From an optimization exercise on the open Yosys and OpenROAD flow, aimed at small area, a short achievable clock period and few clock cycles; shortcuts taken in it are not production practice. Power is estimated from default activity; no workload was simulated.

==> flow/design.v <==
package phi_copy_sequencer_pkg;
    localparam int unsigned DEF_ID_W = 16;
    localparam logic [DEF_ID_W-1:0] DEF_TEMP_ID = 16'hFFFF;
endpackage
module copy_ready_picker #(
    parameter int unsigned N = 8
) (
    input  logic [N-1:0]        req,
    input  logic [N-1:0][N-1:0] older,
    output logic [N-1:0]        gnt,
    output logic                any
);
    always_comb begin
        for (int s = 0; s < int'(N); s++)
            gnt[s] = req[s] && !(|(req & older[s]));
        any = |req;
    end
endmodule
module phi_copy_sequencer
#(
    parameter int unsigned     ID_W       = phi_copy_sequencer_pkg::DEF_ID_W,
    parameter int unsigned     MAX_COPIES = 8,
    parameter logic [ID_W-1:0] TEMP_ID    = ID_W'(phi_copy_sequencer_pkg::DEF_TEMP_ID)
) (
    input  logic            clk,
    input  logic            rst,
    input  logic            in_valid,
    output logic            in_ready,
    input  logic [ID_W-1:0] in_dest,
    input  logic [ID_W-1:0] in_src,
    input  logic            in_last,
    output logic            out_valid,
    input  logic            out_ready,
    output logic [ID_W-1:0] out_dest,
    output logic [ID_W-1:0] out_src,
    output logic            out_last,
    output logic            out_nop,
    output logic            err_overflow,
    output logic            err_dup
);
    localparam int unsigned S    = MAX_COPIES;           
    localparam int unsigned TW   = 2;                    
    localparam int unsigned NCTX = 1 << TW;
    localparam int unsigned CW   = $clog2(MAX_COPIES + 1);
    logic            r_v, r_last;
    logic [TW-1:0]   r_tag;
    logic [ID_W-1:0] r_dest, r_src;
    logic [S-1:0]    r_slot;
    logic [S-1:0]    alloc;       
    logic [S-1:0]    r_dd;        
    logic            r_dd_fw;     
    logic [S-1:0]    r_fw;        
    logic            r_self;      
    logic            in_blk;      
    logic [S-1:0]                 v;         
    logic [S-1:0]                 em;        
    logic [S-1:0]                 sv;        
    logic [S-1:0]                 tmp;       
    logic [S-1:0][TW-1:0]         tg;        
    logic [S-1:0][ID_W-1:0]       dest, src;
    logic [S-1:0][S-1:0]          rd;        
    logic [S-1:0][S-1:0]          yng;       
    logic [S-1:0]                 busy;      
    logic [TW-1:0]                in_tag;    
    logic [TW-1:0]                e_tag;     
    logic [TW-1:0]                e_nx;      
    logic [NCTX-1:0]              done;      
    logic [S-1:0]                 ccnt;      
    logic [NCTX-1:0]              f_ovf, f_dup;
    logic            p_v, p_save, p_last, p_nop, p_ovf, p_dup;
    logic [S-1:0]    p_sel;
    logic [S-1:0] p_hold, freev, alloc_nxt, r_wr;
    logic         acc, wr_ok, stall, rv;
    assign in_ready  = !in_blk;
    assign acc       = in_valid && in_ready;
    assign p_hold    = (p_v && !p_save && !p_nop) ? p_sel : '0;
    assign wr_ok     = !(|(p_hold & r_slot));
    assign stall     = r_v && !wr_ok;
    assign rv        = r_v && wr_ok;
    assign r_wr      = wr_ok ? r_slot : '0;
    assign freev     = ~v & ~(r_v ? r_slot : '0) & ~(acc ? alloc : '0);
    always_comb begin
        if (|freev)           alloc_nxt = freev & (~freev + S'(1));
        else if (mv)          alloc_nxt = sel_r;
        else if (rv && !ins)  alloc_nxt = r_slot;
        else                  alloc_nxt = '0;
    end
    logic [S-1:0] same_c, eq_dd, eq_sd, eq_ds, dupm;
    logic         self_cp, dup_hit, full, ins, dupw, ovf_set;
    always_comb begin
        for (int s = 0; s < int'(S); s++) begin
            same_c[s] = v[s] && (tg[s] == r_tag);
            eq_dd[s]  = r_fw[s] ? r_dd_fw : r_dd[s];
            eq_sd[s]  = (src[s]  == r_dest);
            eq_ds[s]  = (dest[s] == r_src);
        end
        dupm    = same_c & eq_dd;
        dup_hit = |dupm;
        self_cp = r_self;
        full    = ccnt[MAX_COPIES-1];
        ins     = rv && !self_cp && !dup_hit && !full;
        dupw    = rv && !self_cp && dup_hit;
        ovf_set = rv && !self_cp && !dup_hit && full;
    end
    logic [S-1:0]        blocked, ready, sel_r, sel_v, em_nxt, tg_nx;
    logic [S-1:0][S-1:0] older;
    logic                any_r, any_v, act, is_nop, is_last, adv_o, adv_e;
    logic                fire, mv, sav, fin;
    always_comb begin
        for (int s = 0; s < int'(S); s++) begin
            blocked[s] = !sv[s] && |(rd[s] & em & ~(S'(1) << s));
            for (int r = 0; r < int'(S); r++)
                older[s][r] = (r < s) ? yng[r][s] : (r > s) ? !yng[s][r] : 1'b0;
        end
        ready = em & ~blocked;
    end
    copy_ready_picker #(.N(S)) u_pick_r (.req(ready), .older(older), .gnt(sel_r), .any(any_r));
    copy_ready_picker #(.N(S)) u_pick_v (.req(em),    .older(older), .gnt(sel_v), .any(any_v));
    assign act     = done[e_tag];
    logic em_two, em_pre;
    always_comb begin
        em_two = 1'b0;
        em_pre = em[0];
        for (int s = 1; s < int'(S); s++) begin
            em_two |= em[s] && em_pre;
            em_pre |= em[s];
        end
    end
    assign is_nop  = !(|em);
    assign is_last = !em_two;
    assign adv_o   = !out_valid || out_ready;
    assign adv_e   = !p_v || adv_o;
    assign fire    = act && adv_e;
    assign mv      = fire && !is_nop && any_r;
    assign sav     = fire && !is_nop && !any_r;
    assign fin     = fire && (is_nop || (any_r && is_last));
    always_comb begin
        for (int s = 0; s < int'(S); s++) begin
            tg_nx[s]  = (tg[s] == e_nx);
            em_nxt[s] = fin ? ((v[s] && tg_nx[s]) || (ins && r_slot[s] && r_tag == e_nx))
                            : ((em[s] && !(fire && sel_r[s])) || (ins && r_slot[s] && r_tag == e_tag));
        end
    end
    logic [TW-1:0]   in_tag_nxt;
    logic [NCTX-1:0] done_nxt;
    logic [S-1:0]    busy_nxt;
    logic            room;
    assign in_tag_nxt = (acc && in_last) ? in_tag + TW'(1) : in_tag;
    always_comb begin
        for (int k = 0; k < int'(NCTX); k++)
            done_nxt[k] = (done[k] || (rv && r_last && r_tag == TW'(k))) && !(fin && e_tag == TW'(k));
        if (ins && !mv)      busy_nxt = {busy[S-2:0], 1'b1};
        else if (mv && !ins) busy_nxt = {1'b0, busy[S-1:1]};
        else                 busy_nxt = busy;
        case ({ins, acc, mv})
            3'b110:                room = !busy[S-3];
            3'b100, 3'b010, 3'b111: room = !busy[S-2];
            3'b000, 3'b101, 3'b011: room = !busy[S-1];
            default:               room = 1'b1;
        endcase
    end
    always_ff @(posedge clk) begin
        if (!stall) begin
            for (int s = 0; s < int'(S); s++) r_dd[s] <= (dest[s] == in_dest);
            r_dd_fw <= (r_dest == in_dest);
            r_fw    <= r_slot;
            r_self  <= (in_dest == in_src);
            r_dest  <= in_dest;
            r_src   <= in_src;
            r_last  <= in_last;
            r_tag   <= in_tag;
            r_slot  <= alloc;
        end
    end
    always_ff @(posedge clk or posedge rst) begin
        if (rst) alloc <= S'(1);
        else     alloc <= alloc_nxt;
    end
    always_ff @(posedge clk or posedge rst) begin
        if (rst) begin
            r_v      <= 1'b0;
            in_tag   <= '0;
            in_blk   <= 1'b0;
            busy     <= '0;
        end else begin
            r_v      <= stall || acc;
            in_tag   <= in_tag_nxt;
            busy     <= busy_nxt;
            in_blk   <= done[in_tag_nxt] || stall || (acc && |(alloc & p_hold) && !adv_o) ||
                        !(room || (ccnt[MAX_COPIES-1] && !(r_v && r_last) && !(acc && in_last)));
        end
    end
    function automatic logic [S-1:0] rd_col(input int j);
        for (int i = 0; i < int'(S); i++) rd_col[i] = (i != j) && rd[i][j];
    endfunction
    always_ff @(posedge clk or posedge rst) begin
        if (rst) begin
            v  <= '0;
            em <= '0;
        end else begin
            v  <= (v & ~(fire ? sel_r : '0)) | (ins ? r_slot : '0);
            em <= em_nxt;
        end
    end
    always_ff @(posedge clk) begin
        for (int s = 0; s < int'(S); s++) begin
            if (r_wr[s]) begin
                tg[s]   <= r_tag;
                dest[s] <= r_dest;
                sv[s]   <= 1'b0;
                tmp[s]  <= 1'b0;
            end else if (sav) begin
                if (sel_v[s]) sv[s] <= 1'b1;
                if (|(sel_v & rd_col(s)) && v[s]) tmp[s] <= 1'b1;
            end
            if (r_wr[s] || (dupw && dupm[s])) src[s] <= r_src;
            for (int j = 0; j < int'(S); j++) begin
                if (j != s) begin
                    if (r_wr[j] || (dupw && dupm[j])) rd[s][j] <= eq_ds[s] && same_c[s];
                    else if (r_wr[s])                 rd[s][j] <= eq_sd[j] && same_c[j];
                    if (j > s) begin
                        if (r_wr[j])      yng[s][j] <= 1'b1;
                        else if (r_wr[s]) yng[s][j] <= 1'b0;
                    end
                end
            end
        end
    end
    always_ff @(posedge clk or posedge rst) begin
        if (rst) begin
            done  <= '0;
            ccnt  <= '0;
            f_ovf <= '0;
            f_dup <= '0;
            e_tag <= '0;
            e_nx  <= TW'(1);
        end else begin
            done <= done_nxt;
            for (int k = 0; k < int'(NCTX); k++) begin
                if (fin && e_tag == TW'(k)) begin
                    f_ovf[k] <= 1'b0;
                    f_dup[k] <= 1'b0;
                end else begin
                    if (ovf_set && r_tag == TW'(k)) f_ovf[k] <= 1'b1;
                    if (dupw    && r_tag == TW'(k)) f_dup[k] <= 1'b1;
                end
            end
            if (fin) begin
                e_tag <= e_nx;
                e_nx  <= e_nx + TW'(1);
            end
            if (rv && r_last)  ccnt <= '0;
            else if (ins)      ccnt <= {ccnt[S-2:0], 1'b1};
        end
    end
    always_ff @(posedge clk or posedge rst) begin
        if (rst) p_v <= 1'b0;
        else if (adv_e) p_v <= act;
    end
    always_ff @(posedge clk) begin
        if (adv_e) begin
            p_sel  <= is_nop ? '0 : (any_r ? sel_r : sel_v);
            p_save <= !is_nop && !any_r;
            p_last <= is_nop || (any_r && is_last);
            p_nop  <= is_nop;
            p_ovf  <= f_ovf[e_tag];
            p_dup  <= f_dup[e_tag];
        end
    end
    logic [ID_W-1:0] d_mux, s_mux;
    logic            t_mux;
    always_comb begin
        d_mux = '0;
        s_mux = '0;
        t_mux = 1'b0;
        for (int s = 0; s < int'(S); s++) begin
            d_mux |= p_sel[s] ? dest[s] : '0;
            s_mux |= p_sel[s] ? src[s]  : '0;
            t_mux |= p_sel[s] & tmp[s];
        end
    end
    always_ff @(posedge clk or posedge rst) begin
        if (rst) out_valid <= 1'b0;
        else if (adv_o) out_valid <= p_v;
    end
    always_ff @(posedge clk) begin
        if (adv_o) begin
            out_dest     <= p_save ? TEMP_ID : d_mux;
            out_src      <= p_save ? d_mux : (t_mux ? TEMP_ID : s_mux);
            out_last     <= p_last;
            out_nop      <= p_nop;
            err_overflow <= p_ovf;
            err_dup      <= p_dup;
        end
    end
endmodule
clock: 7.0 ns
lec_check: 0
cap_margin: 20
core_margin: 2
core_utilization: 30
cts_cluster_diameter: 100
cts_cluster_size: 24
setup_slack_margin: 4.7
slew_margin: 20
tns_end_percent: 5
standard.sh (not shown) runs the stock make flow with config.mk's settings and CLKGATE_MAP_FILE= SYNTH_SCRIPT=/design/flow/synth_recipe.tcl, a recipe that flattens the netlist after the stock synthesis.
==> flow/flow/run.sh <==
#!/bin/bash
# The standard layout, with faster port buffers (buf_4 instead of the
# default delay-buffer pick) and gate sizing not tied to the cell footprint.
# make's full output goes to standard.log; ORFS keeps each step's log under orfs/logs.
set -o pipefail
bash standard.sh MATCH_CELL_FOOTPRINT=0 "BUFFER_PORTS_ARGS=-buffer_cell sky130_fd_sc_hd__buf_4" finish > standard.log 2>&1
Next try:
--- a/flow/design.v
+++ b/flow/design.v
@@ -71,13 +71,13 @@
     logic [S-1:0]    p_sel;
     logic [S-1:0] p_hold, freev, alloc_nxt, r_wr;
     logic         acc, wr_ok, stall, rv;
     assign in_ready  = !in_blk;
     assign acc       = in_valid && in_ready;
     assign p_hold    = (p_v && !p_save && !p_nop) ? p_sel : '0;
-    assign wr_ok     = !(|(p_hold & r_slot));
+    assign wr_ok     = !(|(p_hold & r_slot) && !adv_o);
     assign stall     = r_v && !wr_ok;
     assign rv        = r_v && wr_ok;
     assign r_wr      = wr_ok ? r_slot : '0;
     assign freev     = ~v & ~(r_v ? r_slot : '0) & ~(acc ? alloc : '0);
     always_comb begin
         if (|freev)           alloc_nxt = freev & (~freev + S'(1));
Cell area falls by 2.6%; non-clock buffer count shrinks by 30; wire length shrinks by 4.4%; power went down by 13%; core utilization went down by 0.92 points; setup slack gets worse by 390 ps; cell count decreases by about 1.2%; clock power climbs by about 6%; sequential share of layout area climbs by 1.3 points; clock skew fell by 11 ps.
Function was not checked in any run of this note: the RTL went through the layout flow alone.

-- static timing again, ports no longer ideal --
No port has a modelled driver above. Below, the same layouts with a new extraction and two added sets of constraints. Step 1, drivers: a clkbuf_16 drives clk and a buf_2 each remaining input, both assumed. Step 2 moves the port delays by t, midway between the first and last clock arrival at a register: inputs arrive t later, outputs are due t later. That takes back most of the time a late clock gives input paths. Slacks: no drivers / after step 1 / after step 2; pairs: no drivers / after step 1.
| run | shift t [ns] | setup slack, ns | slew at the worst register clock pin (ns) |
|---|---|---|---|
| the first run | 0.684 | 4.243 / 4.191 / 3.507 | 0.11 / 0.11 |
| the second run | 0.686 | 3.851 / 3.879 / 3.193 | 0.11 / 0.11 |
After both steps setup and hold are still met in every run listed. The setup slack of the first run, which loses most, moves by -0.052 ns with the drivers and by -0.736 ns with both steps.
